This design comes from an exercise in tuning for small area, a short achievable clock period and few clock cycles per item on the open sky130 flow, not from production work. Where RTL was checked, it was by simulation tests only, not by an equivalence proof against the original. Only the layout flow was run in runs 2 to 5; the RTL was not checked for function there. Power is estimated from default activity; no workload was simulated.

==> flow/design.v <==
package exec_pkg;
    localparam int unsigned WORD_W = 32;               
    typedef logic [WORD_W-1:0] word_t;
    typedef logic [4:0]        opcode_t;               
    typedef logic [4:0]        alu_op_t;               
    typedef logic [4:0]        shamt_t;                
    typedef logic [2:0]        exc_id_t;               
    typedef logic [2:0]        reg_addr_t;             
    localparam int unsigned OPC_MSB   = 31;
    localparam int unsigned OPC_LSB   = 27;
    localparam int unsigned ALU_MSB   = 6;
    localparam int unsigned ALU_LSB   = 2;
    localparam int unsigned SHAMT_MSB = 11;
    localparam int unsigned SHAMT_LSB = 7;
    localparam int unsigned IMM_MSB   = 16;            
    localparam opcode_t OPC_RTYPE = 5'd0;
    localparam opcode_t OPC_ADDI  = 5'd5;              
    localparam alu_op_t ALU_ADD = 5'd0;
    localparam alu_op_t ALU_SUB = 5'd1;
    localparam alu_op_t ALU_AND = 5'd2;
    localparam alu_op_t ALU_OR  = 5'd3;
    localparam alu_op_t ALU_SLL = 5'd4;
    localparam alu_op_t ALU_SRA = 5'd5;
    localparam alu_op_t ALU_MUL = 5'd6;
    localparam alu_op_t ALU_DIV = 5'd7;
    localparam exc_id_t EXC_ADD  = 3'd1;
    localparam exc_id_t EXC_ADDI = 3'd2;
    localparam exc_id_t EXC_SUB  = 3'd3;
    localparam exc_id_t EXC_MUL  = 3'd4;
    localparam exc_id_t EXC_DIV  = 3'd5;
    localparam reg_addr_t ADR_OP_A   = 3'd0;
    localparam reg_addr_t ADR_OP_B   = 3'd1;
    localparam reg_addr_t ADR_INSTR  = 3'd2;           
    localparam reg_addr_t ADR_RESULT = 3'd3;
    localparam reg_addr_t ADR_STATUS = 3'd4;
    localparam int unsigned ST_EXC        = 0;
    localparam int unsigned ST_NEQ        = 1;
    localparam int unsigned ST_LT         = 2;
    localparam int unsigned ST_EXC_ID_LSB = 3;         
    localparam int unsigned MULDIV_STEPS = 32;         
endpackage
`timescale 1ns/1ps
module exec_unit (
    input  logic        clk,
    input  logic        rst_n,
    input  logic        cyc,
    input  logic        stb,
    input  logic        we,
    input  logic [2:0]  adr,
    input  logic [31:0] dat_w,
    output logic [31:0] dat_r,
    output logic        ack
);
    function automatic logic [5:0] clz32(input logic [31:0] v);
        logic [15:0] v1; logic [15:0] c1;
        logic [7:0]  v2; logic [15:0] c2;
        logic [3:0]  v3; logic [11:0] c3;
        logic [1:0]  v4; logic [7:0]  c4;
        logic        v5; logic [4:0]  c5;
        for (int i = 0; i < 16; i++) begin
            v1[i] = v[2*i+1] | v[2*i];
            c1[i] = ~v[2*i+1];
        end
        for (int i = 0; i < 8; i++) begin
            v2[i] = v1[2*i+1] | v1[2*i];
            c2[2*i +: 2] = v1[2*i+1] ? {1'b0, c1[2*i+1]} : {1'b1, c1[2*i]};
        end
        for (int i = 0; i < 4; i++) begin
            v3[i] = v2[2*i+1] | v2[2*i];
            c3[3*i +: 3] = v2[2*i+1] ? {1'b0, c2[2*(2*i+1) +: 2]} : {1'b1, c2[2*(2*i) +: 2]};
        end
        for (int i = 0; i < 2; i++) begin
            v4[i] = v3[2*i+1] | v3[2*i];
            c4[4*i +: 4] = v3[2*i+1] ? {1'b0, c3[3*(2*i+1) +: 3]} : {1'b1, c3[3*(2*i) +: 3]};
        end
        v5 = v4[1] | v4[0];
        c5 = v4[1] ? {1'b0, c4[7:4]} : {1'b1, c4[3:0]};
        clz32 = v5 ? {1'b0, c5} : 6'd32;
    endfunction
    logic [31:0] reg_a, reg_b, reg_i;
    logic        busy;
    logic [1:0]  st;                  
    localparam logic [1:0] ST_S0 = 2'd0, ST_ADD = 2'd1, ST_IT = 2'd2, ST_FIX = 2'd3;
    logic [31:0] x, y, z;
    logic [5:0]  amt;                 
    logic        op_add, op_addi, op_sub, op_and, op_or, op_sll, op_sra, op_mul, op_div;
    logic        sa, sb, rneg, imm_ovf, dz;
    logic [2:0]  st_id;               
    logic        st_neq, st_lt;
    logic sel, hold, launch, wr;
    assign sel    = cyc & stb;
    assign hold   = busy & ((we & (adr == 3'd2)) | (~we & ((adr == 3'd3) | (adr == 3'd4))));
    assign ack    = sel & ~hold;
    assign wr     = sel & we & ~hold;
    assign launch = wr & (adr == 3'd2);
    always_comb begin
        case (adr)
            3'd0:    dat_r = reg_a;
            3'd1:    dat_r = reg_b;
            3'd2:    dat_r = reg_i;
            3'd3:    dat_r = x;
            3'd4:    dat_r = {26'd0, st_id, st_lt, st_neq, |st_id};
            default: dat_r = 32'd0;
        endcase
    end
    always_ff @(posedge clk) begin
        if (wr && adr == 3'd0) reg_a <= dat_w;
        if (wr && adr == 3'd1) reg_b <= dat_w;
        if (wr && adr == 3'd2) reg_i <= dat_w;
    end
    logic [4:0]  d_opc, d_code, d_sh;
    logic        d_addi, d_mul, d_div, d_md, d_sll, d_sra;
    logic [31:0] d_beff;
    assign d_opc  = dat_w[31:27];
    assign d_code = dat_w[6:2];
    assign d_sh   = dat_w[11:7];
    assign d_addi = (d_opc == 5'd5);
    assign d_mul  = ~d_addi & (d_code == 5'd6);
    assign d_div  = ~d_addi & (d_code == 5'd7);
    assign d_md   = d_mul | d_div;
    assign d_sll  = ~d_addi & (d_code == 5'd4);
    assign d_sra  = ~d_addi & (d_code == 5'd5);
    assign d_beff = d_addi ? {{15{dat_w[16]}}, dat_w[16:0]} : reg_b;
    logic [5:0] clza, clzb;
    logic [6:0] la_ub, dsteps, clzsum;
    logic [5:0] div_amt, mul_amt, amt_n;
    assign clza    = clz32(reg_a ^ {32{reg_a[31]}});
    assign clzb    = clz32(reg_b ^ {32{reg_b[31]}});
    assign la_ub   = 7'd32 - {1'b0, clza} + {6'd0, reg_a[31]};
    assign dsteps  = {1'b0, clzb} - {1'b0, clza} + {6'd0, reg_a[31]} + 7'd1;
    assign clzsum  = {1'b0, clza} + {1'b0, clzb};
    assign mul_amt = la_ub[5:0];
    assign div_amt = dsteps[6] ? 6'd0 : ((dsteps[5:0] > 6'd32) ? 6'd32 : dsteps[5:0]);
    always_comb begin
        if (d_mul)      amt_n = mul_amt;
        else if (d_div) amt_n = div_amt;
        else if (d_sll) amt_n = 6'd32 - {1'b0, d_sh};
        else            amt_n = {1'b0, d_sh};
    end
    logic [31:0] neg_in, neg_out;
    logic        neg_en;
    assign neg_in  = (busy && st == ST_FIX) ? y : reg_a;
    assign neg_en  = (busy && st == ST_FIX) ? rneg : (d_md & reg_a[31]);
    assign neg_out = neg_en ? (32'd0 - neg_in) : neg_in;
    logic        it;
    logic        a_top, add_sub;
    logic [31:0] a32;
    logic [32:0] a33, b33, r33;
    logic        op_md;
    assign op_md  = op_mul | op_div;
    assign it     = (st == ST_IT);
    assign a32    = it ? {x[30:0], op_div & y[31]} : x;
    assign a_top  = it ? (op_mul & x[30]) : (~op_md & x[31]);
    assign a33    = {a_top, a32};
    assign b33    = {z[31], z};
    always_comb begin
        case (st)
            ST_S0:   add_sub = ~(op_md & sa);
            ST_ADD:  add_sub = 1'b0;
            default: add_sub = op_mul ? sa : ~sb;
        endcase
    end
    assign r33 = a33 + (b33 ^ {33{add_sub}}) + {32'd0, add_sub};
    logic r_nz, r_ovf;
    assign r_nz  = |r33;
    assign r_ovf = r33[32] ^ r33[31];
    logic [31:0] rot, msk;
    always_comb begin
        logic [31:0] t;
        t = x;
        if (amt[0]) t = {t[0],    t[31:1]};
        if (amt[1]) t = {t[1:0],  t[31:2]};
        if (amt[2]) t = {t[3:0],  t[31:4]};
        if (amt[3]) t = {t[7:0],  t[31:8]};
        if (amt[4]) t = {t[15:0], t[31:16]};
        rot = t;
    end
    assign msk = ~(32'hffff_ffff >> amt);    
    logic [31:0] s0_val;
    always_comb begin
        s0_val = 32'd0;
        if (op_and) s0_val = s0_val | (x & z);
        if (op_or)  s0_val = s0_val | (x | z);
        if (op_sll) s0_val = s0_val | (rot & msk);
        if (op_sra) s0_val = s0_val | (rot & ~msk) | ({32{x[31]}} & msk);
        if (op_md)  s0_val = s0_val | (rot & ~msk);
        if (op_sub) s0_val = s0_val | r33[31:0];
    end
    logic step_bit, mul_ovf, qbit, last;
    assign step_bit = y[31];
    assign mul_ovf  = (x[31] ^ x[30]) | (step_bit & r_ovf);
    assign qbit     = ~r33[32];
    assign last     = (amt == 6'd1);
    always_ff @(posedge clk) begin
        if (!rst_n) begin
            busy   <= 1'b0;
            st     <= ST_S0;
            x      <= 32'd0;
            st_id  <= 3'd0;
            st_neq <= 1'b0;
            st_lt  <= 1'b0;
        end else if (launch) begin
            busy    <= 1'b1;
            st      <= ST_S0;
            x       <= neg_out;
            st_id   <= 3'd0;
        end else if (busy) begin
            case (st)
                ST_S0: begin
                    st_neq <= r_nz;
                    st_lt  <= (op_md & sa) ? (~r33[32] & r_nz) : r33[32];
                    if (op_add) begin
                        st <= ST_ADD;
                    end else if (op_sub && r_ovf) begin
                        x     <= 32'd3;
                        st_id <= 3'd3;
                        busy  <= 1'b0;
                    end else if (op_mul && imm_ovf) begin
                        x     <= 32'd4;
                        st_id <= 3'd4;
                        busy  <= 1'b0;
                    end else if (op_div && dz) begin
                        x     <= 32'd5;
                        st_id <= 3'd5;
                        busy  <= 1'b0;
                    end else begin
                        x <= s0_val;
                        if (op_md) begin
                            if (amt != 6'd0)  st <= ST_IT;
                            else if (op_div)  st <= ST_FIX;
                            else              busy <= 1'b0;
                        end else begin
                            busy <= 1'b0;
                        end
                    end
                end
                ST_ADD: begin
                    busy <= 1'b0;
                    if (r_ovf) begin
                        x     <= op_addi ? 32'd2 : 32'd1;
                        st_id <= op_addi ? 3'd2 : 3'd1;
                    end else begin
                        x <= r33[31:0];
                    end
                end
                ST_IT: begin
                    if (op_mul) begin
                        if (mul_ovf) begin
                            x     <= 32'd4;
                            st_id <= 3'd4;
                            busy  <= 1'b0;
                        end else begin
                            x <= step_bit ? r33[31:0] : a32;
                            if (last) busy <= 1'b0;
                        end
                    end else begin
                        x <= qbit ? r33[31:0] : a32;
                        if (last) st <= ST_FIX;
                    end
                end
                default: begin    
                    x    <= neg_out;
                    busy <= 1'b0;
                end
            endcase
        end
    end
    always_ff @(posedge clk) begin
        if (launch) begin
            z       <= d_beff;
            amt     <= amt_n;
            op_addi <= d_addi;
            op_add  <= d_addi | (d_code == 5'd0);
            op_sub  <= ~d_addi & (d_code == 5'd1);
            op_and  <= ~d_addi & (d_code == 5'd2);
            op_or   <= ~d_addi & (d_code == 5'd3);
            op_sll  <= d_sll;
            op_sra  <= d_sra;
            op_mul  <= d_mul;
            op_div  <= d_div;
            sa      <= reg_a[31];
            sb      <= reg_b[31];
            rneg    <= reg_a[31] ^ reg_b[31];
            imm_ovf <= (clzsum <= 7'd30);
            dz      <= (reg_b == 32'd0);
        end else if (busy && st == ST_IT) begin
            amt <= amt - 6'd1;
        end
    end
    always_ff @(posedge clk) begin
        if (busy && st == ST_S0 && op_md)
            y <= rot & msk;
        else if (busy && st == ST_IT)
            y <= {y[30:0], qbit};
    end
endmodule
==> flow/run.sh <==
#!/bin/bash
# synth_recipe.tcl (not shown) runs the flow's synth.tcl, then flattens the netlist and writes it again
# the make line also repeats each setting of config.mk as NAME=value (left out here)
make -C /OpenROAD-flow-scripts/flow DESIGN_CONFIG=/design/flow/config.mk WORK_HOME=/design/flow/orfs CLKGATE_MAP_FILE= SYNTH_SCRIPT=/design/flow/synth_recipe.tcl finish
==> flow/config.mk <==
export PLATFORM = sky130hd
export DESIGN_NAME = exec_unit
export DESIGN_NICKNAME = exec_unit
export VERILOG_FILES = /design/flow/design.v
export SDC_FILE = /design/flow/constraint.sdc
export NUM_CORES = 4
export LEC_CHECK = 0
export CAP_MARGIN = 20
export CORE_MARGIN = 2
export CORE_UTILIZATION = 40
export SLEW_MARGIN = 20
==> flow/constraint.sdc <==
create_clock -name core_clock -period 7.0 [get_ports {clk}]
set_input_delay 1.4000 -clock core_clock [delete_from_list [all_inputs] [get_ports {clk}]]
set_output_delay 1.4000 -clock core_clock [all_outputs]
set_load 0.01 [all_outputs]
==> notes.md, run 1 <==
status complete, no violations; setup repair bufs after CTS 0; die width about 230 µm; Root Driver clkbuf_16; post-layout minimum cycle time approximately 6.4 ns; wirelength, routed 88.8 mm; worst min-delay path class register to register; DRT antenna net count 0; GR met2 Demand/Resource 0.512; crit-path max cell delay 0.55 ns; via count between 20000 and 25000; HPWL after DPL 67.3 mm; Overflow after GRT 0; drt drc 0; Synth Instances 2391; CP Launch Type register; post-route setup slack 0.567 ns; Fmax 0.155 GHz; final worst-path cycle share 0.919; largest family of logic cells by synthesized area compound AO/OA/AOI/OAI gates; dpl cell area 0.0215 mm²; worst-path fanout max 28; Levels on crit path 24; mapped cell area 0.0201 mm²; share of cells above drive strength 1 0.0928; Setup Skew 0.0206 ns; pre-CTS setup slack 0.447 ns; vias in the first global route 19200; RR Startpoint st[0]$_SDFFE_PP0P_; vias per cell 6.74; Sw Pwr 786 µW; clock share of power 0.477; TritonRoute pass-1 iters 6; Final setup viols 0; worst vdd rail ir drop 0.168 mV; WP buf/inv 4; core area around 0.05 mm²; RSZ-0062 raised after global routing false; Slew Limit Fails 0; complex-gate fraction of the synthesized area 0.263; CP Class register to register; number of synthesized flops with an enable pin 180; CTS tree yes; clk latency of the worst-skew pair 0.58 ns; Mapped Nets 2498; CTS H-tree lvls 1; Starting DRT DRC Count 2734; Max Root-Sink Buffers 3; Synth warnings 1; Cell Int Power approximately 2.4 mW; GRT Util Overall 0.330; critical path arrival 6.91 ns; Final #Nets 2480; Reg2Reg Depth 24; mux cell area share after synthesis 0.113; chip height 228 µm; crit path from st[0]$_SDFFE_PP0P_; Synth Flop Type edfxtp_1; HP Start st_lt$_SDFFE_PN0P_; delay-heaviest family, CP simple AND/OR/NAND/NOR gates; Max Cap Violations 0; Pwr per Cell Area ~140 mW/mm²; largest net degree at the start of global routing 65; Unique masters post-synth 82; Final Hold Viols 0; die footprint 0.0522 mm²; logic gate share of total power 0.079; I/O Buffers 72; cell repeated most along the worst path a21oi_1; crit path cell chain inv_1 > ha_2 > nor3b_1 > nor4_4 > buf_12 > xnor2_1 > ha_1 > nand4_1 > or3_1 > a21oi_1 > o311ai_0 > buf_4 > a21oi_1 > o211ai_1 > ha_1 > nand2_1 > and3_1 > a21oi_1 > buf_4 > o21ai_0 > a221oi_1 > o311ai_0 > a22oi_1 > nor2b_1; Async S/R FF share, synth 0; Max-slew headroom 0.285; clock-pin slew on the worst setup and hold paths approximately 0.06 ns; leak pwr approximately 8.3 nW; WL/cell 29.0 µm; Inserted Diodes 0; Seq pwr share 0.444; first-pass GRT wire length 130 mm; antenna violations before repair 2; Rows 82; CTS Buf Count 27; synthesized area per cell 8.42 µm²; CP required 7.47 ns; Slew @ Worst Pin about 1.1 ns; adder-cell share of the synthesized area 0.0431; post-route setup TNS 0 ns; Seq/Total Area, Yosys 0.308; met3 usage 0.0634; clock sink count 220; Simple-Gate Fraction of Synth Area 0.173; GPL Wtd Cong a little over 1; Synth Register Bits 220; Synth Area in XOR/XNOR 0.0504; design area about 0.023 mm²; I/O Pins 73; Synth-to-Final Area Change 11.7%; critical path capture point type register; met1 Use GR 0.443; slowest CP cell ha_1; switching share of power 0.244; GRT busiest layer met2; effective utilization at floorplan 0.403; WHS Path Cells 2
[final timing paths]
kind	to	slack (ns)
max	x[23]$_SDFFE_PN0P_	0.57
min	st_lt$_SDFFE_PN0P_	0.53
max reg2reg	x[23]$_SDFFE_PN0P_	0.57
min reg2reg	st_lt$_SDFFE_PN0P_	0.53
[what timing repair did]
action,in CTS,in global routing
gates resized for setup,0,4
setup endpoints to repair,0,5
hold buffers,0,0
[sequential cells by signal (all words and copies together), names as in the netlist, 2 cells and up]
signal,flops
reg_b,32
reg_a,32
x,32
reg_i,32
amt,6
st_id,3
st,2
y,32
z,32
[worst min-delay path, stage by stage, from the launching register on]
cell     delay (ns)
dfxtp_1        0.35
nand3_1        0.08
o21ai_1        0.06
[layer usage]
metal	up-vias	share of wire
met2	1344	0.44
met3	251	0.11
met5	-	0.00032
met1	10100	0.40
met4	4	0.055
li1	9000	-
[cells in the mapped netlist (15+ instances only)]
master	n	area, µm²
a31oi_1	36	225
a22oi_1	73	548
nand2b_1	26	163
a21oi_1	186	931
nand3_1	40	200
inv_1	79	297
ha_1	63	788
nor4_1	15	93.8
o211ai_1	27	203
clkbuf_1	147	552
a211oi_1	20	150
a221oi_1	26	228
buf_1	24	90.1
xnor2_1	72	631
o21ai_0	151	756
nand2_1	344	1290
o221ai_1	30	263
edfxtp_1	180	5410
a21o_1	61	458
xor2_1	42	368
nor3_1	46	230
nor2b_1	17	106
nand4_1	17	106
dfxtp_1	40	801
mux2_2	44	495
mux4_2	39	878
o31ai_1	30	225
and2_1	18	113
o22ai_1	20	125
nor2_1	159	597
or3_1	20	125
mux2i_1	91	911
[area by class of cell]
class	instances	area (µm²)
fillers	4934	27500
multi-input cells	1911	13000
flip-flops and latches	220	6210
repair buffers	132	1180
well taps	672	841
clock buffers	28	679
inverters	81	305
clock inverters	19	258
[cell families after synthesis]
logic type      Yosys count
mux                     174
xor+xnor                115
fa+ha+maj                67
buf+inv                 260
flops                   220
compound gates          795
simple gates            760
[cell usage in the layout, fill, tap and decap left out, types with 14 or more instances in the layout]
cell type	n
nand3_1	40
nand2b_1	26
and2_1	17
dfxtp_1	40
xor2_1	42
nand2_1	343
a31oi_1	36
clkbuf_16	27
nor3_1	43
o221ai_1	30
a21oi_1	186
o211ai_1	27
nor4_1	14
xnor2_1	72
nand4_1	17
a22oi_1	73
o31ai_1	30
a221oi_1	26
a21o_1	61
or3_1	20
nor2_1	156
clkdlybuf4s50_1	72
mux2i_1	91
ha_1	61
inv_1	78
o21ai_0	151
o22ai_1	20
mux2_2	44
a211oi_1	20
edfxtp_1	180
mux4_2	39
buf_4	59
nor2b_1	17
[per-stage QoR]
step / hold slack [ns] / util / std cells / total power, mW
final: 0.531 / 0.450 / 3063 / 3.23
after global routing: 0.585 / 0.450 / 3063 / 3.30
after CTS: 0.535 / 0.450 / 3063 / 3.23
after detailed placement: 0.524 / 0.431 / 3016 / 1.71
after global placement: 0.513 / 0.431 / 3016 / 1.71
after floorplan: 0.437 / - / 2391 / 1.59
[power by group through the flow]
stage	clock network [mW]	registers (mW)	logic, mW
6_report	1.54	1.43	0.256
5_1_grt	1.59	1.43	0.272
4_1_cts	1.54	1.43	0.252
3_5_place_dp	0	1.46	0.251
3_3_place_gp	0	1.46	0.250
2_1_floorplan	0	1.45	0.138
Testbench counts, summed over its fixed seeds: cycles 20,819, ops 2,400.
==> run 2: changes to the inputs <==
--- a/flow/design.v
+++ b/flow/design.v
@@ -79,12 +79,10 @@
     endfunction
     logic [31:0] reg_a, reg_b, reg_i;
     logic        busy;
-    logic [1:0]  st;                  
-    localparam logic [1:0] ST_S0 = 2'd0, ST_ADD = 2'd1, ST_IT = 2'd2, ST_FIX = 2'd3;
     logic [31:0] x, y, z;
     logic [5:0]  amt;                 
     logic        op_add, op_addi, op_sub, op_and, op_or, op_sll, op_sra, op_mul, op_div;
-    logic        sa, sb, rneg, imm_ovf, dz;
+    logic        sa, rneg, imm_ovf, dz;
     logic [2:0]  st_id;               
     logic        st_neq, st_lt;
     logic sel, hold, launch, wr;
@@ -137,30 +135,23 @@
         else if (d_sll) amt_n = 6'd32 - {1'b0, d_sh};
         else            amt_n = {1'b0, d_sh};
     end
+    logic s0, sadd, sit, sfix;
+    logic add_sub;                    
     logic [31:0] neg_in, neg_out;
     logic        neg_en;
-    assign neg_in  = (busy && st == ST_FIX) ? y : reg_a;
-    assign neg_en  = (busy && st == ST_FIX) ? rneg : (d_md & reg_a[31]);
+    assign neg_in  = sfix ? y : reg_a;
+    assign neg_en  = sfix ? rneg : (d_md & reg_a[31]);
     assign neg_out = neg_en ? (32'd0 - neg_in) : neg_in;
-    logic        it;
-    logic        a_top, add_sub;
+    logic        a_top;
     logic [31:0] a32;
     logic [32:0] a33, b33, r33;
     logic        op_md;
     assign op_md  = op_mul | op_div;
-    assign it     = (st == ST_IT);
-    assign a32    = it ? {x[30:0], op_div & y[31]} : x;
-    assign a_top  = it ? (op_mul & x[30]) : (~op_md & x[31]);
+    assign a32    = sit ? {x[30:0], op_div & y[31]} : x;
+    assign a_top  = sit ? (op_mul & x[30]) : (~op_md & x[31]);
     assign a33    = {a_top, a32};
     assign b33    = {z[31], z};
-    always_comb begin
-        case (st)
-            ST_S0:   add_sub = ~(op_md & sa);
-            ST_ADD:  add_sub = 1'b0;
-            default: add_sub = op_mul ? sa : ~sb;
-        endcase
-    end
-    assign r33 = a33 + (b33 ^ {33{add_sub}}) + {32'd0, add_sub};
+    assign r33    = a33 + (b33 ^ {33{add_sub}}) + {32'd0, add_sub};
     logic r_nz, r_ovf;
     assign r_nz  = |r33;
     assign r_ovf = r33[32] ^ r33[31];
@@ -176,6 +167,8 @@
         rot = t;
     end
     assign msk = ~(32'hffff_ffff >> amt);    
+    logic amt_z;
+    assign amt_z = (amt == 6'd0);
     logic [31:0] s0_val;
     always_comb begin
         s0_val = 32'd0;
@@ -183,87 +176,63 @@
         if (op_or)  s0_val = s0_val | (x | z);
         if (op_sll) s0_val = s0_val | (rot & msk);
         if (op_sra) s0_val = s0_val | (rot & ~msk) | ({32{x[31]}} & msk);
-        if (op_md)  s0_val = s0_val | (rot & ~msk);
-        if (op_sub) s0_val = s0_val | r33[31:0];
+        if (op_mul || (op_div && !amt_z)) s0_val = s0_val | (rot & ~msk);
     end
     logic step_bit, mul_ovf, qbit, last;
     assign step_bit = y[31];
     assign mul_ovf  = (x[31] ^ x[30]) | (step_bit & r_ovf);
     assign qbit     = ~r33[32];
     assign last     = (amt == 6'd1);
+    logic [2:0]  id_op;
+    logic        use_r, exc_l, exc_e, x_we;
+    logic [31:0] x_early, x_n;
+    assign id_op   = op_sub ? 3'd3 : op_addi ? 3'd2 : op_add ? 3'd1 : op_mul ? 3'd4 : 3'd5;
+    assign exc_e   = s0 & ((op_mul & imm_ovf) | (op_div & dz));
+    assign exc_l   = ((s0 & op_sub) | sadd) & r_ovf | (sit & op_mul & mul_ovf);
+    assign use_r   = (s0 & op_sub) | sadd | (sit & (op_mul ? step_bit : qbit));
+    assign x_early = (launch | sfix) ? neg_out : (sit ? a32 : s0_val);
+    assign x_n     = (exc_e | exc_l) ? {29'd0, id_op} : (use_r ? r33[31:0] : x_early);
+    assign x_we    = launch | (busy & ~(s0 & op_add));
+    logic done;                       
+    assign done = (s0 & ~op_add & ~(op_md & ~exc_e & (op_mul ? !amt_z : !amt_z)))
+                | sadd | sfix
+                | (sit & op_mul & (mul_ovf | last));
     always_ff @(posedge clk) begin
         if (!rst_n) begin
             busy   <= 1'b0;
-            st     <= ST_S0;
+            s0     <= 1'b0;
+            sadd   <= 1'b0;
+            sit    <= 1'b0;
+            sfix   <= 1'b0;
             x      <= 32'd0;
             st_id  <= 3'd0;
             st_neq <= 1'b0;
             st_lt  <= 1'b0;
-        end else if (launch) begin
-            busy    <= 1'b1;
-            st      <= ST_S0;
-            x       <= neg_out;
-            st_id   <= 3'd0;
-        end else if (busy) begin
-            case (st)
-                ST_S0: begin
-                    st_neq <= r_nz;
-                    st_lt  <= (op_md & sa) ? (~r33[32] & r_nz) : r33[32];
-                    if (op_add) begin
-                        st <= ST_ADD;
-                    end else if (op_sub && r_ovf) begin
-                        x     <= 32'd3;
-                        st_id <= 3'd3;
-                        busy  <= 1'b0;
-                    end else if (op_mul && imm_ovf) begin
-                        x     <= 32'd4;
-                        st_id <= 3'd4;
-                        busy  <= 1'b0;
-                    end else if (op_div && dz) begin
-                        x     <= 32'd5;
-                        st_id <= 3'd5;
-                        busy  <= 1'b0;
-                    end else begin
-                        x <= s0_val;
-                        if (op_md) begin
-                            if (amt != 6'd0)  st <= ST_IT;
-                            else if (op_div)  st <= ST_FIX;
-                            else              busy <= 1'b0;
-                        end else begin
-                            busy <= 1'b0;
-                        end
-                    end
-                end
-                ST_ADD: begin
-                    busy <= 1'b0;
-                    if (r_ovf) begin
-                        x     <= op_addi ? 32'd2 : 32'd1;
-                        st_id <= op_addi ? 3'd2 : 3'd1;
-                    end else begin
-                        x <= r33[31:0];
-                    end
-                end
-                ST_IT: begin
-                    if (op_mul) begin
-                        if (mul_ovf) begin
-                            x     <= 32'd4;
-                            st_id <= 3'd4;
-                            busy  <= 1'b0;
-                        end else begin
-                            x <= step_bit ? r33[31:0] : a32;
-                            if (last) busy <= 1'b0;
-                        end
-                    end else begin
-                        x <= qbit ? r33[31:0] : a32;
-                        if (last) st <= ST_FIX;
-                    end
-                end
-                default: begin    
-                    x    <= neg_out;
-                    busy <= 1'b0;
-                end
-            endcase
-        end
+        end else begin
+            if (x_we) x <= x_n;
+            if (launch) begin
+                busy  <= 1'b1;
+                s0    <= 1'b1;
+                st_id <= 3'd0;
+            end else begin
+                if (done) busy <= 1'b0;
+                s0   <= 1'b0;
+                sadd <= s0 & op_add;
+                sit  <= (s0 & op_md & ~exc_e & !amt_z) | (sit & ~done & ~last);
+                sfix <= sit & op_div & last;
+                if (exc_e | exc_l) st_id <= id_op;
+            end
+            if (s0) begin
+                st_neq <= r_nz;
+                st_lt  <= (op_md & sa) ? (~r33[32] & r_nz) : r33[32];
+            end
+        end
+    end
+    always_ff @(posedge clk) begin
+        if (launch)
+            add_sub <= ~(d_md & reg_a[31]);       
+        else if (s0)
+            add_sub <= op_add ? 1'b0 : (op_mul ? sa : ~z[31]);
     end
     always_ff @(posedge clk) begin
         if (launch) begin
@@ -279,18 +248,17 @@
             op_mul  <= d_mul;
             op_div  <= d_div;
             sa      <= reg_a[31];
-            sb      <= reg_b[31];
             rneg    <= reg_a[31] ^ reg_b[31];
             imm_ovf <= (clzsum <= 7'd30);
             dz      <= (reg_b == 32'd0);
-        end else if (busy && st == ST_IT) begin
+        end else if (sit) begin
             amt <= amt - 6'd1;
         end
     end
     always_ff @(posedge clk) begin
-        if (busy && st == ST_S0 && op_md)
+        if (s0 && op_md)
             y <= rot & msk;
-        else if (busy && st == ST_IT)
+        else if (sit)
             y <= {y[30:0], qbit};
     end
 endmodule
--- a/flow/config.mk
+++ b/flow/config.mk
@@ -8,4 +8,5 @@
 export CAP_MARGIN = 20
 export CORE_MARGIN = 2
 export CORE_UTILIZATION = 40
+export SETUP_SLACK_MARGIN = 2.5
 export SLEW_MARGIN = 20
==> notes.md, run 2 <==
Sw Pwr 843 µW (+7.3%); WL met3 9.78 mm (+0.74%); Seq/Total Area, Yosys 0.324 (+0.0158); DRT met1 WL 33.0 mm (-6.5%); HP Start st_lt$_SDFFE_PN0P_; DRT antenna net count 0 (unchanged); HPWL after DPL 59.5 mm (-12%); critical path arrival 3.05 ns (-3.86 ns); clock-pin slew on the worst setup and hold paths 0.06 ns (about the same); worst vdd rail ir drop 0.169 mV (+0.67%); most frequent cells in the layout nand2_1, edfxtp_1, o21ai_0; CTS tree yes; status complete, no violations; die width 224 µm (-2.1%); CTS Buf Count 27 (unchanged); Root Driver clkbuf_16; I/O Buffers 72 (unchanged); I/O Pins 73 (unchanged); Async S/R FF share, synth 0 (unchanged); GRT Util Overall 0.324 (-0.00518); effective utilization at floorplan 0.405 (+0.00156); Slew Limit Fails 0 (unchanged); Synth Flop Type edfxtp_1; die footprint 0.0500 mm² (-4.2%); clk latency of the worst-skew pair 0.58 ns (about the same); largest net degree at the start of global routing 64 (-1.5%); switching share of power 0.247 (+0.00313); WL/cell 29.3 µm (+0.91%); Seq pwr share 0.428 (-0.016); Final #Nets 2319 (-6.5%); Mapped Nets 2312 (-7.4%); share of cells above drive strength 1 0.150 (+0.0568); Max-slew headroom 0.252 (-0.0332); chip height 224 µm (-2.1%); Commonest cells post-synth nand2_1, edfxtp_1, o21ai_0; Synth-to-Final Area Change 14.9%; max layer used met5; clock sink count 222 (+0.91%); CP Launch Type primary input; final worst-path cycle share 0.636 (-0.283); GPL Wtd Cong 0.956 (-5.4%); first-pass GRT wire length 121 mm (-6.5%); synth top area cells edfxtp_1, nand2_1, o21ai_0, dfxtp_1, mux2i_1; Cell Int Power 2.57 mW (+5.5%); antenna violations before repair 3 (+1); Max Root-Sink Buffers 3 (unchanged); CP Class primary input to output pin; crit path from adr[0]; post-layout minimum cycle time 4.45 ns (-1.98 ns); commonest non-fill, non-tap cell in the layout nand2_1; critical path capture point type output pin; design area 0.0222 mm² (-1.5%); drt drc 0 (unchanged); Synth Instances 2211 (-7.5%); worst-path fanout max 14 (-50%); logic gate share of total power 0.092 (+0.013); Fmax 0.225 GHz (+45%); top-count cell post-synth nand2_1; post-route setup TNS 0 ns (unchanged); RSZ-0062 raised after global routing true; Synth warnings 1 (unchanged); Reg-to-Reg End st_lt$_SDFFE_PN0P_; via count 19300 (-6.7%); Unique masters post-synth 99 (+21%); Rows 80 (-2.4%); WHS Path Cells 2 (unchanged); core area 0.0476 mm² (-4.6%); RR Startpoint add_sub$_DFFE_PP_; vias in the first global route 18200 (-5.3%); reg2reg setup slack 2.62 ns (+2.05 ns); Overflow after GRT 0 (unchanged); post-synth top area cell edfxtp_1; number of synthesized flops with an enable pin 180 (unchanged); Overall Power 3.42 mW (+6.0%); Final Non-Filler Cells 2854 (-6.8%); Synth top area share 0.280 (+0.0120); Pwr per Cell Area 154 mW/mm² (+7.6%); Setup crit end dat_r[15]; Final setup viols 0 (unchanged); Final Hold Viols 0 (unchanged); CP required 5.60 ns (-1.87 ns); wirelength, routed 83.5 mm (-6.0%); Max Cap Violations 0 (unchanged); Post-CTS Hold Fix Bufs 0 (unchanged); worst hold margin 0.519 ns (-0.0111 ns); worst min-delay path class register to register; clock share of power 0.480 (+0.003); Reg2Reg Depth 14 (-42%); leak pwr 8.06 nW (-3.1%); Setup Skew 0.0210 ns (+0.000386 ns); TritonRoute pass-1 iters 7 (+1); Met2 Routed Length 36.7 mm (-5.8%); synthesized area per cell 8.72 µm² (+3.5%); vias per cell 6.75 (about the same); Synth Register Bits 222 (+0.91%); dpl cell area 0.0204 mm² (-5.5%); Slew @ Worst Pin 1.12 ns (+0.0581 ns); mapped cell area 0.0193 mm² (-4.3%); Starting DRT DRC Count 2494 (-8.8%); placed insts 2748 (-8.9%); CTS H-tree lvls 1 (unchanged)
-- run 2: kinds of logic (layout without fill, tap and decap cells) --
kind of cell | after synthesis | count (layout) | synth area share
compound gates | 717 | 717 | 0.247
xor+xnor | 114 | 114 | 0.0535
fa+ha+maj | 61 | 61 | 0.0411
buf+inv | 253 | 280 | 0.0525
flops | 222 | 222 | 0.324
mux | 183 | 183 | 0.123
other cells | 0 | 1 | 0
simple gates | 661 | 661 | 0.159
-- run 2: metrics by stage --
stage | utilization | worst slack (ns)
after floorplan | - | 2.61
after global placement | 0.427 | 1.62
after detailed placement | 0.427 | 1.57
after CTS | 0.457 | 2.51
after global routing | 0.465 | 2.37
final | 0.465 | 2.55
-- run 2: worst min path at each step --
stage / end / slack, ns
after CTS: st_lt$_SDFFE_PN0P_ / 0.51
after global routing: st_lt$_SDFFE_PN0P_ / 0.55
after floorplan: st_lt$_SDFFE_PN0P_ / 0.45
final: st_lt$_SDFFE_PN0P_ / 0.52
after global placement: st_lt$_SDFFE_PN0P_ / 0.48
after detailed placement: st_lt$_SDFFE_PN0P_ / 0.49
-- run 2: power groups by stage --
stage / Sequential [mW] / Clock, mW / Combinational (mW)
after CTS: 1.46 / 1.64 / 0.304
after floorplan: 1.47 / 0 / 0.180
final: 1.46 / 1.64 / 0.316
after detailed placement: 1.49 / 0 / 0.290
after global routing: 1.46 / 1.70 / 0.336
after global placement: 1.49 / 0 / 0.287
-- run 2: what timing repair did --
item                       4_1_cts  5_1_grt
cloned                           1        1
hold endpoints to repair         0        0
setup endpoints to repair       77       62
buffers inserted                33       21
resized for setup               60       51
pin swaps                       10       35
-- run 2: area by class of cell --
class                           count  area (µm²)
Tap cell                          615         769
Clock buffer                       35         746
Fill cell                        4615       25500
Clock inverter                     14         265
Sequential cell                   222        6250
Multi-Input combinational cell   1736       12400
Antenna cell                        1        2.50
Inverter                           63         243
Timing Repair Buffer              168        1540
-- run 2: critical path, cell delays in order --
cell             delay (ns)
buf_2                  0.24
nor3_4                 0.07
buf_4                  0.16
buf_6                  0.16
a22o_1                 0.24
a221o_1                0.28
clkdlybuf4s50_1        0.48
-- run 2: per-layer routing --
| metal | global-route usage | vias to the layer above |
|---|---|---|
| met5 | 0 | - |
| met4 | 0.138 | 2 |
| met3 | 0.0728 | 244 |
| met2 | 0.505 | 1289 |
| met1 | 0.434 | 9372 |
| li1 | - | 8350 |
==> run 3: changes to the inputs <==
--- a/flow/config.mk
+++ b/flow/config.mk
@@ -8,5 +8,4 @@
 export CAP_MARGIN = 20
 export CORE_MARGIN = 2
 export CORE_UTILIZATION = 40
-export SETUP_SLACK_MARGIN = 2.5
 export SLEW_MARGIN = 20
==> notes.md, run 3 <==
Finished Core Util 0.446 (-0.0192); Unique masters post-synth 99 (unchanged); clock share of power 0.454 (-0.026); Inserted Diodes 0 (-1); Final setup viols 0 (unchanged); CP Class primary input to output pin; synth top area cells edfxtp_1, nand2_1, o21ai_0, dfxtp_1, mux2i_1; top-count cell post-synth nand2_1; Seq/Total Area, Yosys 0.324 (unchanged); Slew Limit Fails 0 (unchanged); core area 0.0476 mm² (unchanged); crit path cell chain clkdlybuf4s50_1 > inv_1 > nor3_2 > buf_4 > a22o_1 > a221o_1 > clkdlybuf4s50_1; Overall Power 3.22 mW (-5.7%); GRT Util Overall 0.313 (-0.0115); worst hold margin 0.516 ns (-0.00342 ns); TritonRoute pass-1 iters 9 (+2); crit-path max cell delay 0.90 ns (+0.42 ns); final worst-path cycle share 0.776 (+0.140); wirelength, routed 80.4 mm (-3.8%); Reg2Reg Depth 15 (+1); worst-path fanout max 31 (+17); Synth Register Bits 222 (unchanged); RSZ-0062 raised after global routing false; Max-slew headroom 0.230 (-0.0226); Pwr per Cell Area 152 mW/mm² (-1.6%); placed insts 2747 (-0.036%); Mapped Nets 2312 (unchanged); number of synthesized flops with an enable pin 180 (unchanged); Synth warnings 1 (unchanged); DRT antenna net count 0 (unchanged); Final Hold Viols 0 (unchanged); critical path arrival 4.03 ns (+0.98 ns); leak pwr 7.54 nW (-6.5%); Levels on crit path 7 (unchanged); vias per cell 6.71 (-0.60%); dpl cell area 0.0204 mm² (about the same); Overflow after GRT 0 (unchanged); Reg area 0.00625 mm² (about the same); cell repeated most along the worst path clkdlybuf4s50_1; clock sink count 222 (unchanged); CTS Buf Count 27 (unchanged); I/O Pins 73 (unchanged); PostCTS Resize Cnt 0 (-100%); Async S/R FF share, synth 0 (unchanged); CTS tree yes; post-synth top area cell edfxtp_1; Synth top area share 0.280 (unchanged); WP buf/inv 4 (unchanged); logic gate share of total power 0.092 (about the same); worst vdd rail ir drop 0.168 mV (-0.18%); setup repair bufs after CTS 0 (-100%); switching share of power 0.259 (+0.0124); I/O Buffers 72 (unchanged); GPL Wtd Cong 1.03 (+7.9%); Final #Nets 2262 (-2.5%); Max Root-Sink Buffers 3 (unchanged); Starting DRT DRC Count 2616 (+4.9%); WHS Path Cells 2 (unchanged); most frequent cells in the layout nand2_1, edfxtp_1, o21ai_0; status complete, no violations; vias in the first global route 17400 (-4.4%); Synth Instances 2211 (unchanged); drt drc 0 (unchanged); Synth Flop Type edfxtp_1; Post-CTS Hold Fix Bufs 0 (unchanged); commonest non-fill, non-tap cell in the layout nand2_1; post-route setup slack 1.57 ns (-0.983 ns); largest net degree at the start of global routing 64 (unchanged); delay-heaviest family, CP buffers and inverters; fill count 4627 (+0.26%); effective utilization at floorplan 0.405 (unchanged); via count 18700 (-2.7%); chip height 224 µm (unchanged); Max Cap Violations 0 (unchanged); Commonest cells post-synth nand2_1, edfxtp_1, o21ai_0; Slew @ Worst Pin 1.16 ns (+0.0354 ns); multi-input logic area 0.0121 mm² (-2.2%); Root Driver clkbuf_16; die footprint 0.0500 mm² (unchanged); die width 224 µm (unchanged); critical path capture point type output pin; CP required 5.60 ns (about the same); share of cells above drive strength 1 0.101 (-0.0483); Rows 80 (unchanged); worst min-delay path class register to register; Final Non-Filler Cells 2795 (-2.1%); CTS H-tree lvls 1 (unchanged); CP Launch Type primary input; HPWL after DPL 58.9 mm (-0.94%); Seq pwr share 0.454 (+0.026); synthesized area per cell 8.72 µm² (unchanged); WL/cell 28.8 µm (-1.7%); antenna violations before repair 2 (-1); slowest CP cell clkdlybuf4s50_1; Fmax 0.184 GHz (-18%); Setup Skew 0.0486 ns (+0.0276 ns); clk latency of the worst-skew pair 0.61 ns (+0.03 ns); Synth-to-Final Area Change 10.2%; clock-pin slew on the worst setup and hold paths 0.06 ns (about the same); design area 0.0212 mm² (-4.1%); post-layout minimum cycle time 5.43 ns (+0.983 ns); Sw Pwr 836 µW (-0.92%); mapped cell area 0.0193 mm² (unchanged); first-pass GRT wire length 117 mm (-3.4%); pre-CTS setup slack 1.43 ns (-0.139 ns); post-route setup TNS 0 ns (unchanged); Cell Int Power 2.39 mW (-7.2%)
-- run 3: cell counts after synthesis --
No cell type changed its count.
-- run 3: final timing paths --
kind / start / endpoint / slack [ns]
worst max register to register: sit$_SDFFE_PN0N_ / x[30]$_SDFFE_PN0P_ / 1.72
worst min-delay path: st_lt$_SDFFE_PN0P_ / st_lt$_SDFFE_PN0P_ / 0.52
worst max-delay path: adr[1] / dat_r[13] / 1.57
worst min register to register: st_lt$_SDFFE_PN0P_ / st_lt$_SDFFE_PN0P_ / 0.52
-- run 3: worst register-to-register path, delay by kind of cell (launching register included) --
kind / cells / cell delay (ns)
AOI/OAI and AO/OA: 7 / 1.72
and+or+nand+nor: 5 / 1.54
DFF: 1 / 0.80
xor gates and xnor gates: 2 / 0.72
adders and majority gates: 1 / 0.44
-- run 3: power by group through the flow --
stage          Combinational [mW]  Sequential (mW)  Clock [mW]
2_1_floorplan               0.180             1.47           0
3_3_place_gp                0.289             1.49           0
3_5_place_dp                0.290             1.49           0
4_1_cts                     0.292             1.46        1.47
5_1_grt                     0.317             1.46        1.52
6_report                    0.297             1.46        1.46
-- run 3: logic make-up (layout without fill, tap and decap cells) --
| logic type | Yosys count | after routing | synth area share |
|---|---|---|---|
| AO/OA/AOI/OAI | 717 | 717 | 0.247 |
| AND/OR/NAND/NOR | 661 | 661 | 0.159 |
| buffers and inverters | 253 | 222 | 0.0525 |
| flip-flops | 222 | 222 | 0.324 |
| multiplexers | 183 | 183 | 0.123 |
| XOR/XNOR | 114 | 114 | 0.0535 |
| adder cells (fa/ha/maj) | 61 | 61 | 0.0411 |
-- run 3: final cells by class --
type | instances | area share
clock inverter | 16 | 0.00866
timing repair buffer | 111 | 0.0483
tap | 615 | 0.0362
multi-input combinational | 1736 | 0.568
inverter | 63 | 0.0112
sequential | 222 | 0.294
clock buffer | 32 | 0.0332
-- run 3: metal layers --
layer / track usage / vias up / share of wire
li1: - / 8225 / -
met1: 0.429 / 9012 / 0.40
met2: 0.481 / 1292 / 0.43
met3: 0.0653 / 217 / 0.12
met4: 0.130 / 0 / 0.047
met5: 0 / - / 0
==> run 4: changes to the inputs <==
--- a/flow/config.mk
+++ b/flow/config.mk
@@ -8,4 +8,5 @@
 export CAP_MARGIN = 20
 export CORE_MARGIN = 2
 export CORE_UTILIZATION = 40
+export SETUP_SLACK_MARGIN = 3.2
 export SLEW_MARGIN = 20
==> notes.md, run 4 <==
status complete, no violations; I/O Pins 73 (unchanged); clock-pin slew on the worst setup and hold paths 0.07 ns (about the same); commonest non-fill, non-tap cell in the layout nand2_1; Inserted Diodes 0 (unchanged); via count 20000 (+6.5%); Synth top area share 0.280 (unchanged); Slew @ Worst Pin 1.02 ns (-0.138 ns); worst hold margin 0.517 ns (+0.000519 ns); mapped cell area 0.0193 mm² (unchanged); Seq/Total Area, Yosys 0.324 (unchanged); Synth Flop Type edfxtp_1; leak pwr 8.60 nW (+14%); Synth warnings 1 (unchanged); Finished Core Util 0.499 (+0.0532); vias in the first global route 18600 (+7.1%); worst vdd rail ir drop 0.178 mV (+5.8%); wirelength, routed 89.0 mm (+11%); Synth Register Bits 222 (unchanged); slowest CP cell edfxtp_1; final worst-path cycle share 0.646 (-0.131); post-layout minimum cycle time 4.52 ns (-0.916 ns); Starting DRT DRC Count 3100 (+19%); WL/cell 30.4 µm (+5.8%); Final setup viols 0 (unchanged); Root Driver clkbuf_16; Max Cap Violations 0 (unchanged); share of cells above drive strength 1 0.242 (+0.141); I/O Buffers 72 (unchanged); top-count cell post-synth nand2_1; clock sink count 222 (unchanged); Overall Power 3.23 mW (+0.27%); Final Hold Viols 0 (unchanged); reg2reg setup slack 2.48 ns (+0.76 ns); first-pass GRT wire length 127 mm (+8.7%); Mapped Nets 2312 (unchanged); Synth-to-Final Area Change 23.3%; critical path arrival 4.82 ns (+0.79 ns); Unique masters post-synth 99 (unchanged); Pwr per Cell Area 136 mW/mm² (-10%); chip height 224 µm (unchanged); Setup Skew 0.0139 ns (-0.0347 ns); Max Root-Sink Buffers 3 (unchanged); CP Class register to register; most frequent cells in the layout nand2_1, edfxtp_1, o21ai_0; Final #Nets 2391 (+5.7%); number of synthesized flops with an enable pin 180 (unchanged); critical path capture point type register; crit-path max cell delay 0.53 ns (-0.37 ns); dpl cell area 0.0205 mm² (+0.68%); TritonRoute pass-1 iters 6 (-3); CP required 7.30 ns (+1.70 ns); core area 0.0476 mm² (unchanged); crit path cell chain nor2_1 > nand3_1 > o22ai_1 > nand4_1 > nand2_1 > inv_1 > a32o_1 > ha_2 > ha_1 > a21o_1 > a21oi_2 > o21bai_1 > a21oi_2 > xnor2_2 > and3_4 > a222oi_1 > mux2i_1; post-route setup slack 2.48 ns (+0.916 ns); Final Non-Filler Cells 2925 (+4.7%); Post-CTS Hold Fix Bufs 0 (unchanged); Max-slew headroom 0.319 (+0.0896); GPL Wtd Cong 0.988 (-4.3%); worst min-delay path class register to register; DRT antenna net count 0 (unchanged); largest net degree at the start of global routing 64 (unchanged); die footprint 0.0500 mm² (unchanged); pre-CTS setup slack 1.32 ns (-0.114 ns); fill count 4423 (-4.4%); synthesized area per cell 8.72 µm² (unchanged); effective utilization at floorplan 0.405 (unchanged); clk latency of the worst-skew pair 0.57 ns (-0.04 ns); Overflow after GRT 0 (unchanged); RSZ-0062 raised after global routing true; post-synth top area cell edfxtp_1; post-route setup TNS 0 ns (unchanged); CTS H-tree lvls 1 (unchanged); Rows 80 (unchanged); CP Launch Type register; worst-path fanout max 6 (-81%); CTS tree yes; Slew Limit Fails 0 (unchanged); Commonest cells post-synth nand2_1, edfxtp_1, o21ai_0; Synth Instances 2211 (unchanged); HPWL after DPL 59.1 mm (+0.31%); design area 0.0238 mm² (+12%); placed insts 2747 (unchanged); drt drc 0 (unchanged); die width 224 µm (unchanged); Fmax 0.221 GHz (+20%); synth top area cells edfxtp_1, nand2_1, o21ai_0, dfxtp_1, mux2i_1; cell repeated most along the worst path a21oi_2; CTS Buf Count 26 (-3.7%); vias per cell 6.83 (+1.8%); GRT Util Overall 0.342 (+0.0293); antenna violations before repair 1 (-1); Async S/R FF share, synth 0 (unchanged)
==> run 4: changes by cell type in the layout (fill, tap and decap cells not counted), sizes merged <==
| cell | delta |
|---|---|
| dlymetal6s2s | +1 |
| bufinv | -2 |
| clkbuf | +4 |
| buf | +157 |
| clkdlybuf4s15 | +1 |
| clkinvlp | +1 |
| clkdlybuf4s50 | -38 |
| nor2 | +2 |
| bufbuf | +1 |
| and3 | +1 |
| clkinv | -2 |
| nand2b | +1 |
| inv | +3 |
==> run 4: what timing repair did <==
action	CTS	global route
cloned	14	4
resized for setup	328	120
pin swaps	66	77
buffers inserted	71	41
setup endpoints to repair	174	114
==> run 4: worst paths after layout <==
kind | start | end | cells past startpoint
hold / removal | st_lt$_SDFFE_PN0P_ | st_lt$_SDFFE_PN0P_ | 2
setup / recovery | reg_b[3]$_DFFE_PP_ | amt[2]$_DFFE_PP_ | 17
hold reg to reg | st_lt$_SDFFE_PN0P_ | st_lt$_SDFFE_PN0P_ | 2
setup reg to reg | reg_b[3]$_DFFE_PP_ | amt[2]$_DFFE_PP_ | 17
==> run 4: power breakdown <==
group / switching (mW) / internal, mW
sequential: 0.0310 / 1.43
clock: 0.622 / 0.772
combinational: 0.215 / 0.163
total: 0.867 / 2.37
==> run 4: kinds of logic after synthesis <==
group | Yosys count | synth area share
mux | 183 | 0.123
flops | 222 | 0.324
simple gates | 661 | 0.159
xor+xnor | 114 | 0.0535
fa+ha+maj | 61 | 0.0411
compound gates | 717 | 0.247
buf+inv | 253 | 0.0525
==> run 4: area by class of cell <==
cell class | instances | area (µm²) | area share
Clock buffer | 32 | 714 | 0.0300
Clock inverter | 16 | 139 | 0.00584
Inverter | 63 | 246 | 0.0104
Multi-Input combinational cell | 1740 | 13300 | 0.558
Sequential cell | 222 | 6260 | 0.263
Tap cell | 615 | 769 | 0.0324
Timing Repair Buffer | 237 | 2370 | 0.0998
==> run 4: critical path, delay by kind of cell (launching register included) <==
| kind | cells | cell delay [ns] |
|---|---|---|
| AOI/OAI and AO/OA | 7 | 1.77 |
| xor gates and xnor gates | 1 | 0.11 |
| adders and majority gates | 2 | 0.64 |
| buffers and inverters | 1 | 0.10 |
| DFF | 1 | 0.53 |
| muxes | 1 | 0.13 |
| and+or+nand+nor | 5 | 0.97 |
==> run 4: routing by layer <==
metal | share of wire | vias to the layer above | global-route usage | routed length (µm)
met1 | 0.38 | 9616 | 0.452 | 33400
met3 | 0.13 | 305 | 0.0847 | 11800
met5 | 0.00010 | - | 0 | 9
li1 | - | 8510 | - | -
met2 | 0.43 | 1531 | 0.530 | 38500
met4 | 0.059 | 2 | 0.154 | 5250
==> run 5: changes to the inputs <==
--- a/flow/config.mk
+++ b/flow/config.mk
@@ -8,5 +8,5 @@
 export CAP_MARGIN = 20
 export CORE_MARGIN = 2
 export CORE_UTILIZATION = 40
-export SETUP_SLACK_MARGIN = 3.2
+export SETUP_SLACK_MARGIN = 4.0
 export SLEW_MARGIN = 20
==> notes.md, run 5 <==
status complete, no violations; post-route setup TNS 0 ns (unchanged); GPL Wtd Cong 0.981 (-0.69%); Async S/R FF share, synth 0 (unchanged); clock-pin slew on the worst setup and hold paths 0.07 ns (about the same); met3 usage 0.0948 (+0.0101); CP required 7.29 ns (about the same); Overflow after GRT 0 (unchanged); drt drc 0 (unchanged); critical path arrival 4.89 ns (+0.07 ns); Sw Pwr 860 µW (-0.82%); leak pwr 8.92 nW (+3.7%); antenna violations before repair 1 (unchanged); I/O Pins 73 (unchanged); Synth Flop Type edfxtp_1; crit-path max cell delay 0.57 ns (+0.04 ns); most frequent cells in the layout nand2_1, edfxtp_1, o21ai_0; post-synth top area cell edfxtp_1; Synth Register Bits 222 (unchanged); Seq/Total Area, Yosys 0.324 (unchanged); Fmax 0.217 GHz (-1.7%); delay-heaviest family, CP compound AO/OA/AOI/OAI gates; critical path capture point type register; WP buf/inv 1 (unchanged); mapped cell area 0.0193 mm² (unchanged); wirelength, routed 90.3 mm (+1.5%); dpl cell area 0.0207 mm² (+0.81%); worst-path fanout max 5 (-1); HPWL after DPL 59.2 mm (+0.18%); logic gate share of total power 0.115 (-0.002); worst vdd rail ir drop 0.201 mV (+13%); GRT busiest layer met2; slowest CP cell or4_4; die width 224 µm (unchanged); reg2reg setup slack 2.40 ns (-0.08 ns); synthesized area per cell 8.72 µm² (unchanged); GRT Util Overall 0.349 (+0.00698); met1 Use GR 0.448 (-0.00450); largest net degree at the start of global routing 60 (-6.3%); WL/cell 30.4 µm (about the same); Synth Instances 2211 (unchanged); Synth warnings 1 (unchanged); worst min-delay path class register to register; Pwr per Cell Area 137 mW/mm² (+0.86%); Final setup viols 0 (unchanged); commonest non-fill, non-tap cell in the layout nand2_1; Seq pwr share 0.435 (-0.017); Commonest cells post-synth nand2_1, edfxtp_1, o21ai_0; CTS H-tree lvls 1 (unchanged); Slew Limit Fails 0 (unchanged); Max Root-Sink Buffers 3 (unchanged); Cell Int Power 2.50 mW (+5.8%); synth top area cells edfxtp_1, nand2_1, o21ai_0, dfxtp_1, mux2i_1; CP Launch Type register; Final Hold Viols 0 (unchanged); clk latency of the worst-skew pair 0.58 ns (about the same); vias per cell 6.83 (about the same); Root Driver clkbuf_16; DRT antenna net count 0 (unchanged); fill count 4306 (-2.6%); Post-CTS Hold Fix Bufs 0 (unchanged); number of synthesized flops with an enable pin 180 (unchanged); effective utilization at floorplan 0.405 (unchanged); final worst-path cycle share 0.657 (+0.0114); Mapped Nets 2312 (unchanged); Max-slew headroom 0.255 (-0.0642); CTS Buf Count 26 (unchanged); core area 0.0476 mm² (unchanged); vias in the first global route 19000 (+2.1%); Final #Nets 2432 (+1.7%); top-count cell post-synth nand2_1; Reg2Reg Depth 20 (+3); Synth top area share 0.280 (unchanged); design area 0.0245 mm² (+3.1%); Unique masters post-synth 99 (unchanged); RSZ-0062 raised after global routing true; CTS tree yes; Starting DRT DRC Count 2649 (-15%); crit path cell chain or4_4 > o22ai_4 > nand2b_4 > o21ai_2 > nor2_2 > o21ba_2 > nor3_2 > a31oi_1 > o22a_1 > fa_2 > inv_2 > ha_4 > fa_2 > a21oi_2 > nor2_1 > nor2_1 > xor2_1 > and3_4 > a222oi_1 > mux2i_1; Synth-to-Final Area Change 27.2%; chip height 224 µm (unchanged); clock sink count 222 (unchanged); clock share of power 0.451 (+0.020); switching share of power 0.256 (-0.0125); WHS Path Cells 2 (unchanged); Levels on crit path 20 (+3); I/O Buffers 72 (unchanged); GR met2 Demand/Resource 0.538 (+0.00854); post-layout minimum cycle time 4.60 ns (+0.0798 ns); Slew @ Worst Pin 1.12 ns (+0.0979 ns); Rows 80 (unchanged); via count 20300 (+1.5%); share of cells above drive strength 1 0.266 (+0.0243); TritonRoute pass-1 iters 6 (unchanged); Setup Skew 0.0343 ns (+0.0204 ns); CP Class register to register; worst hold margin 0.534 ns (+0.0172 ns); Max Cap Violations 0 (unchanged); first-pass GRT wire length 129 mm (+1.3%); die footprint 0.0500 mm² (unchanged)
## run 5: cell counts after synthesis
No cell type changed its count.
## run 5: what timing repair did
item                                    CTS  global route
pin swaps                                64            51
endpoints found under the setup margin  262           152
endpoints found under the hold margin     0             0
gates cloned                             18             4
buffers inserted                        100            50
resized for setup                       361            89
## run 5: worst paths after layout
check,from,end
setup reg to reg,reg_b[4]$_DFFE_PP_,amt[2]$_DFFE_PP_
setup / recovery,reg_b[4]$_DFFE_PP_,amt[2]$_DFFE_PP_
hold reg to reg,sadd$_SDFFE_PN0N_,sadd$_SDFFE_PN0N_
hold / removal,sadd$_SDFFE_PN0N_,sadd$_SDFFE_PN0N_
## run 5: power by group through the flow
stage | Combinational, mW | Sequential [mW] | Clock (mW)
after floorplan | 0.196 | 1.47 | 0
after global placement | 0.299 | 1.49 | 0
after detailed placement | 0.302 | 1.49 | 0
after CTS | 0.357 | 1.46 | 1.52
after global routing | 0.405 | 1.46 | 1.57
final | 0.386 | 1.46 | 1.52
## run 5: tightest hold or removal path, stage by stage (launching register included)
cell and delay (ns):
dfxtp_1 0.33, a21oi_1 0.12, nor2_1 0.04
## run 5: cell type report
| cell class | count | area [µm²] | share of cell area |
|---|---|---|---|
| Multi-Input combinational cell | 1740 | 13400 | 0.547 |
| Sequential cell | 222 | 6260 | 0.255 |
| Timing Repair Buffer | 276 | 2840 | 0.116 |
| Tap cell | 615 | 769 | 0.0314 |
| Clock buffer | 32 | 704 | 0.0287 |
| Inverter | 63 | 280 | 0.0114 |
| Clock inverter | 16 | 225 | 0.00918 |
| Timing Repair inverter | 2 | 20.0 | 0.000816 |
| Antenna cell | 2 | 5.00 | 0.000204 |
## run 5: through the flow
stage | utilization | cells | power, mW | setup WS (ns)
after global routing | 0.515 | 2967 | 3.43 | 2.33
after global placement | 0.434 | 2746 | 1.79 | 1.75
after detailed placement | 0.434 | 2746 | 1.79 | 1.66
after floorplan | - | 2211 | 1.66 | 2.93
after CTS | 0.497 | 2912 | 3.33 | 2.45
final | 0.515 | 2968 | 3.36 | 2.40
## run 5: cells by family after synthesis
| logic type | synth area share |
|---|---|
| buf+inv | 0.0525 |
| mux | 0.123 |
| flops | 0.324 |
| compound gates | 0.247 |
| fa+ha+maj | 0.0411 |
| simple gates | 0.159 |
| xor+xnor | 0.0535 |
## run 5: routing by layer
| layer | up-vias | routed length (µm) |
|---|---|---|
| met4 | 0 | 5930 |
| met5 | - | 0 |
| li1 | 8596 | - |
| met3 | 339 | 11700 |
| met1 | 9848 | 33400 |
| met2 | 1487 | 39300 |
==> run 6: changes to the inputs <==
--- a/flow/design.v
+++ b/flow/design.v
@@ -101,9 +101,17 @@
             default: dat_r = 32'd0;
         endcase
     end
-    always_ff @(posedge clk) begin
-        if (wr && adr == 3'd0) reg_a <= dat_w;
-        if (wr && adr == 3'd1) reg_b <= dat_w;
+    logic [5:0] clza, clzb, clz_w;
+    assign clz_w = clz32(dat_w ^ {32{dat_w[31]}});
+    always_ff @(posedge clk) begin
+        if (wr && adr == 3'd0) begin
+            reg_a <= dat_w;
+            clza  <= clz_w;
+        end
+        if (wr && adr == 3'd1) begin
+            reg_b <= dat_w;
+            clzb  <= clz_w;
+        end
         if (wr && adr == 3'd2) reg_i <= dat_w;
     end
     logic [4:0]  d_opc, d_code, d_sh;
@@ -119,11 +127,8 @@
     assign d_sll  = ~d_addi & (d_code == 5'd4);
     assign d_sra  = ~d_addi & (d_code == 5'd5);
     assign d_beff = d_addi ? {{15{dat_w[16]}}, dat_w[16:0]} : reg_b;
-    logic [5:0] clza, clzb;
     logic [6:0] la_ub, dsteps, clzsum;
     logic [5:0] div_amt, mul_amt, amt_n;
-    assign clza    = clz32(reg_a ^ {32{reg_a[31]}});
-    assign clzb    = clz32(reg_b ^ {32{reg_b[31]}});
     assign la_ub   = 7'd32 - {1'b0, clza} + {6'd0, reg_a[31]};
     assign dsteps  = {1'b0, clzb} - {1'b0, clza} + {6'd0, reg_a[31]} + 7'd1;
     assign clzsum  = {1'b0, clza} + {1'b0, clzb};
@@ -135,7 +140,7 @@
         else if (d_sll) amt_n = 6'd32 - {1'b0, d_sh};
         else            amt_n = {1'b0, d_sh};
     end
-    logic s0, sadd, sit, sfix;
+    logic s0, sadd, sit, sfix, sexc;
     logic add_sub;                    
     logic [31:0] neg_in, neg_out;
     logic        neg_en;
@@ -148,7 +153,7 @@
     logic        op_md;
     assign op_md  = op_mul | op_div;
     assign a32    = sit ? {x[30:0], op_div & y[31]} : x;
-    assign a_top  = sit ? (op_mul & x[30]) : (~op_md & x[31]);
+    assign a_top  = sit ? (op_div ? x[31] : x[30]) : (~op_md & x[31]);
     assign a33    = {a_top, a32};
     assign b33    = {z[31], z};
     assign r33    = a33 + (b33 ^ {33{add_sub}}) + {32'd0, add_sub};
@@ -189,14 +194,21 @@
     assign id_op   = op_sub ? 3'd3 : op_addi ? 3'd2 : op_add ? 3'd1 : op_mul ? 3'd4 : 3'd5;
     assign exc_e   = s0 & ((op_mul & imm_ovf) | (op_div & dz));
     assign exc_l   = ((s0 & op_sub) | sadd) & r_ovf | (sit & op_mul & mul_ovf);
-    assign use_r   = (s0 & op_sub) | sadd | (sit & (op_mul ? step_bit : qbit));
-    assign x_early = (launch | sfix) ? neg_out : (sit ? a32 : s0_val);
-    assign x_n     = (exc_e | exc_l) ? {29'd0, id_op} : (use_r ? r33[31:0] : x_early);
+    assign use_r   = (s0 & op_sub) | sadd | (sit & (op_div | step_bit));
+    always_comb begin
+        if (launch | sfix)   x_early = neg_out;
+        else if (sexc | exc_e) x_early = {29'd0, id_op};
+        else if (sit)        x_early = a32;
+        else                 x_early = s0_val;
+    end
+    assign x_n     = use_r ? r33[31:0] : x_early;
     assign x_we    = launch | (busy & ~(s0 & op_add));
     logic done;                       
-    assign done = (s0 & ~op_add & ~(op_md & ~exc_e & (op_mul ? !amt_z : !amt_z)))
-                | sadd | sfix
-                | (sit & op_mul & (mul_ovf | last));
+    assign done = (s0 & ~op_add & ~(op_sub & r_ovf) & ~(op_md & ~exc_e & !amt_z))
+                | (sadd & ~r_ovf) | sfix | sexc
+                | (sit & op_mul & ~mul_ovf & last);
+    logic neq_n;
+    assign neq_n = |((x ^ z) ^ ((op_md & sa) ? {x[30:0] | z[30:0], 1'b0} : 32'd0));
     always_ff @(posedge clk) begin
         if (!rst_n) begin
             busy   <= 1'b0;
@@ -204,6 +216,7 @@
             sadd   <= 1'b0;
             sit    <= 1'b0;
             sfix   <= 1'b0;
+            sexc   <= 1'b0;
             x      <= 32'd0;
             st_id  <= 3'd0;
             st_neq <= 1'b0;
@@ -218,13 +231,14 @@
                 if (done) busy <= 1'b0;
                 s0   <= 1'b0;
                 sadd <= s0 & op_add;
-                sit  <= (s0 & op_md & ~exc_e & !amt_z) | (sit & ~done & ~last);
+                sit  <= (s0 & op_md & ~exc_e & !amt_z) | (sit & ~done & ~last & ~exc_l);
                 sfix <= sit & op_div & last;
+                sexc <= exc_l;
                 if (exc_e | exc_l) st_id <= id_op;
             end
             if (s0) begin
-                st_neq <= r_nz;
-                st_lt  <= (op_md & sa) ? (~r33[32] & r_nz) : r33[32];
+                st_neq <= neq_n;
+                st_lt  <= (op_md & sa) ? (~r33[32] & neq_n) : r33[32];
             end
         end
     end
@@ -233,6 +247,8 @@
             add_sub <= ~(d_md & reg_a[31]);       
         else if (s0)
             add_sub <= op_add ? 1'b0 : (op_mul ? sa : ~z[31]);
+        else if (sit && op_div)
+            add_sub <= qbit ^ z[31];              
     end
     always_ff @(posedge clk) begin
         if (launch) begin
--- a/flow/config.mk
+++ b/flow/config.mk
@@ -8,5 +8,5 @@
 export CAP_MARGIN = 20
 export CORE_MARGIN = 2
 export CORE_UTILIZATION = 40
-export SETUP_SLACK_MARGIN = 4.0
+export SETUP_SLACK_MARGIN = 2.5
 export SLEW_MARGIN = 20
==> notes.md, run 6 <==
status complete, no violations; CP Class register to register; slowest CP cell dfxtp_2; HPWL after DPL 65.0 mm (+9.8%); synth top area cells edfxtp_1, ha_1, o21ai_0, dfxtp_1, nand2_1; Unique masters post-synth 86 (-13%); clk latency of the worst-skew pair 0.58 ns (about the same); Synth-to-Final Area Change 12.0%; TritonRoute pass-1 iters 6 (unchanged); largest net degree at the start of global routing 65 (+8.3%); vias in the first global route 18900 (-0.86%); mux cell area share after synthesis 0.108 (-0.0149); clock sink count 235 (+5.9%); top-count cell post-synth nand2_1; worst vdd rail ir drop 0.178 mV (-12%); die footprint 0.0528 mm² (+5.6%); worst hold endpoint st_neq$_SDFFE_PN0P_; Post-CTS Hold Fix Bufs 0 (unchanged); worst hold margin 0.528 ns (-0.00539 ns); WL/cell 29.5 µm (-3.0%); chip height 230 µm (+2.8%); crit-path max cell delay 0.78 ns (+0.21 ns); fill count 4906 (+14%); Final #Nets 2445 (+0.53%); Final setup viols 0 (unchanged); Final Hold Viols 0 (unchanged); critical path arrival 4.99 ns (+0.10 ns); Synth warnings 1 (unchanged); CP Launch Type register; most frequent cells in the layout nand2_1, edfxtp_1, o21ai_0; core area 0.0503 mm² (+5.5%); wirelength, routed 87.7 mm (-2.9%); post-layout minimum cycle time 4.55 ns (-0.0505 ns); I/O Buffers 72 (unchanged); I/O Pins 73 (unchanged); Setup Skew 0.0343 ns (-0.0000585 ns); mapped cell area 0.0204 mm² (+5.7%); Slew Limit Fails 0 (unchanged); post-synth top area cell edfxtp_1; Reg2Reg Depth 10 (-50%); Overall Power 3.58 mW (+6.5%); Fmax 0.220 GHz (+1.1%); RSZ-0062 raised after global routing true; first-pass GRT wire length 127 mm (-1.6%); RR Startpoint sfix$_SDFFE_PN0N_; antenna violations before repair 2 (+1); Synth top area share 0.283 (+0.00250); HP Start st_neq$_SDFFE_PN0P_; Inserted Diodes 0 (-2); Synth Area in XOR/XNOR 0.0505 (-0.00308); GPL Wtd Cong 1.05 (+6.8%); Starting DRT DRC Count 2831 (+6.9%); commonest non-fill, non-tap cell in the layout nand2_1; Max Root-Sink Buffers 3 (unchanged); complex-gate fraction of the synthesized area 0.243 (-0.00380); leak pwr 8.72 nW (-2.3%); via count 20000 (-1.2%); delay-heaviest family, CP compound AO/OA/AOI/OAI gates; Reg-to-Reg End x[30]$_SDFFE_PN0P_; share of cells above drive strength 1 0.0992 (-0.167); Async S/R FF share, synth 0 (unchanged); largest family of logic cells by synthesized area compound AO/OA/AOI/OAI gates; effective utilization at floorplan 0.406 (+0.000800); Seq/Total Area, Yosys 0.325 (+0.00112); Overflow after GRT 0 (unchanged); Synth Instances 2285 (+3.3%); clock-pin slew on the worst setup and hold paths 0.06 ns (about the same); critical path capture point type register; Max Cap Violations 0 (unchanged); DRT antenna net count 0 (unchanged); Synth Register Bits 235 (+5.9%)
[run 6: power by group]
part	internal [mW]	leakage [nW]	switching [mW]
clock network	0.879	0.432	0.598
logic	0.205	6.23	0.319
registers	1.52	2.05	0.0544
total	2.61	8.72	0.972
[run 6: tightest hold or removal path: stages (launching register included)]
cell and delay [ns]:
dfxtp_1 0.33, nor2_1 0.09, a211oi_1 0.06
[run 6: logic make-up (layout without fill, tap and decap cells)]
group                    count (synthesis)  in the layout
XOR/XNOR                               115            115
AO/OA/AOI/OAI                          735            735
buffers and inverters                  283            297
multiplexers                           170            170
AND/OR/NAND/NOR                        623            623
adder cells (fa/ha/maj)                124            124
flip-flops                             235            235
[run 6: routing by layer]
layer / up-vias / track usage / wire length [µm]
met5: - / 0 / 0
met4: 0 / 0.174 / 5780
met3: 267 / 0.0709 / 10800
met2: 1480 / 0.488 / 37200
met1: 9675 / 0.428 / 33900
li1: 8613 / - / -
[run 6: timing repair]
item,CTS,global route
setup endpoints to repair,59,38
cloned,2,0
pin swaps,0,2
gates resized for setup,54,17
hold endpoints to repair,0,0
buffers inserted,5,7
[run 6: final cells by class]
type / instances / area (µm²) / share of cell area
Clock buffer: 30 / 687 / 0.0301
Multi-Input combinational cell: 1767 / 12800 / 0.560
Sequential cell: 235 / 6630 / 0.290
Clock inverter: 16 / 200 / 0.00877
Tap cell: 672 / 841 / 0.0368
Inverter: 128 / 490 / 0.0215
Timing Repair Buffer: 123 / 1190 / 0.0521
[run 6: per-stage QoR]
stage | cell area, µm² | setup slack [ns] | cells | util
final | 22800 | 2.45 | 2971 | 0.454
after global routing | 22800 | 2.42 | 2971 | 0.454
after CTS | 22700 | 2.50 | 2963 | 0.452
after detailed placement | 21700 | 1.36 | 2910 | 0.431
after global placement | 21700 | 1.41 | 2910 | 0.431
after floorplan | 20400 | 2.50 | 2285 | -
[run 6: how the worst max path moves through the flow]
stage | start | endpoint | slack [ns] | cells after the start
6_report | sfix$_SDFFE_PN0N_ | x[30]$_SDFFE_PN0P_ | 2.45 | 10
5_1_grt | sfix$_SDFFE_PN0N_ | x[30]$_SDFFE_PN0P_ | 2.42 | 10
4_1_cts | adr[2] | dat_r[15] | 2.50 | 7
3_5_place_dp | adr[0] | ack | 1.36 | 8
3_3_place_gp | adr[0] | ack | 1.41 | 8
2_1_floorplan | adr[0] | amt[0]$_DFFE_PP_ | 2.50 | 6
Testbench counts of run 6, summed over its fixed seeds: cycles 20,703, ops 2,400.

Setup slack of run 6, layout unchanged: 2.452 ns with ideal ports, 2.452 ns with driving cells assumed (clock clkbuf_16, inputs buf_2), 1.930 ns with port delays also shifted by the 0.619 ns mid clock arrival.
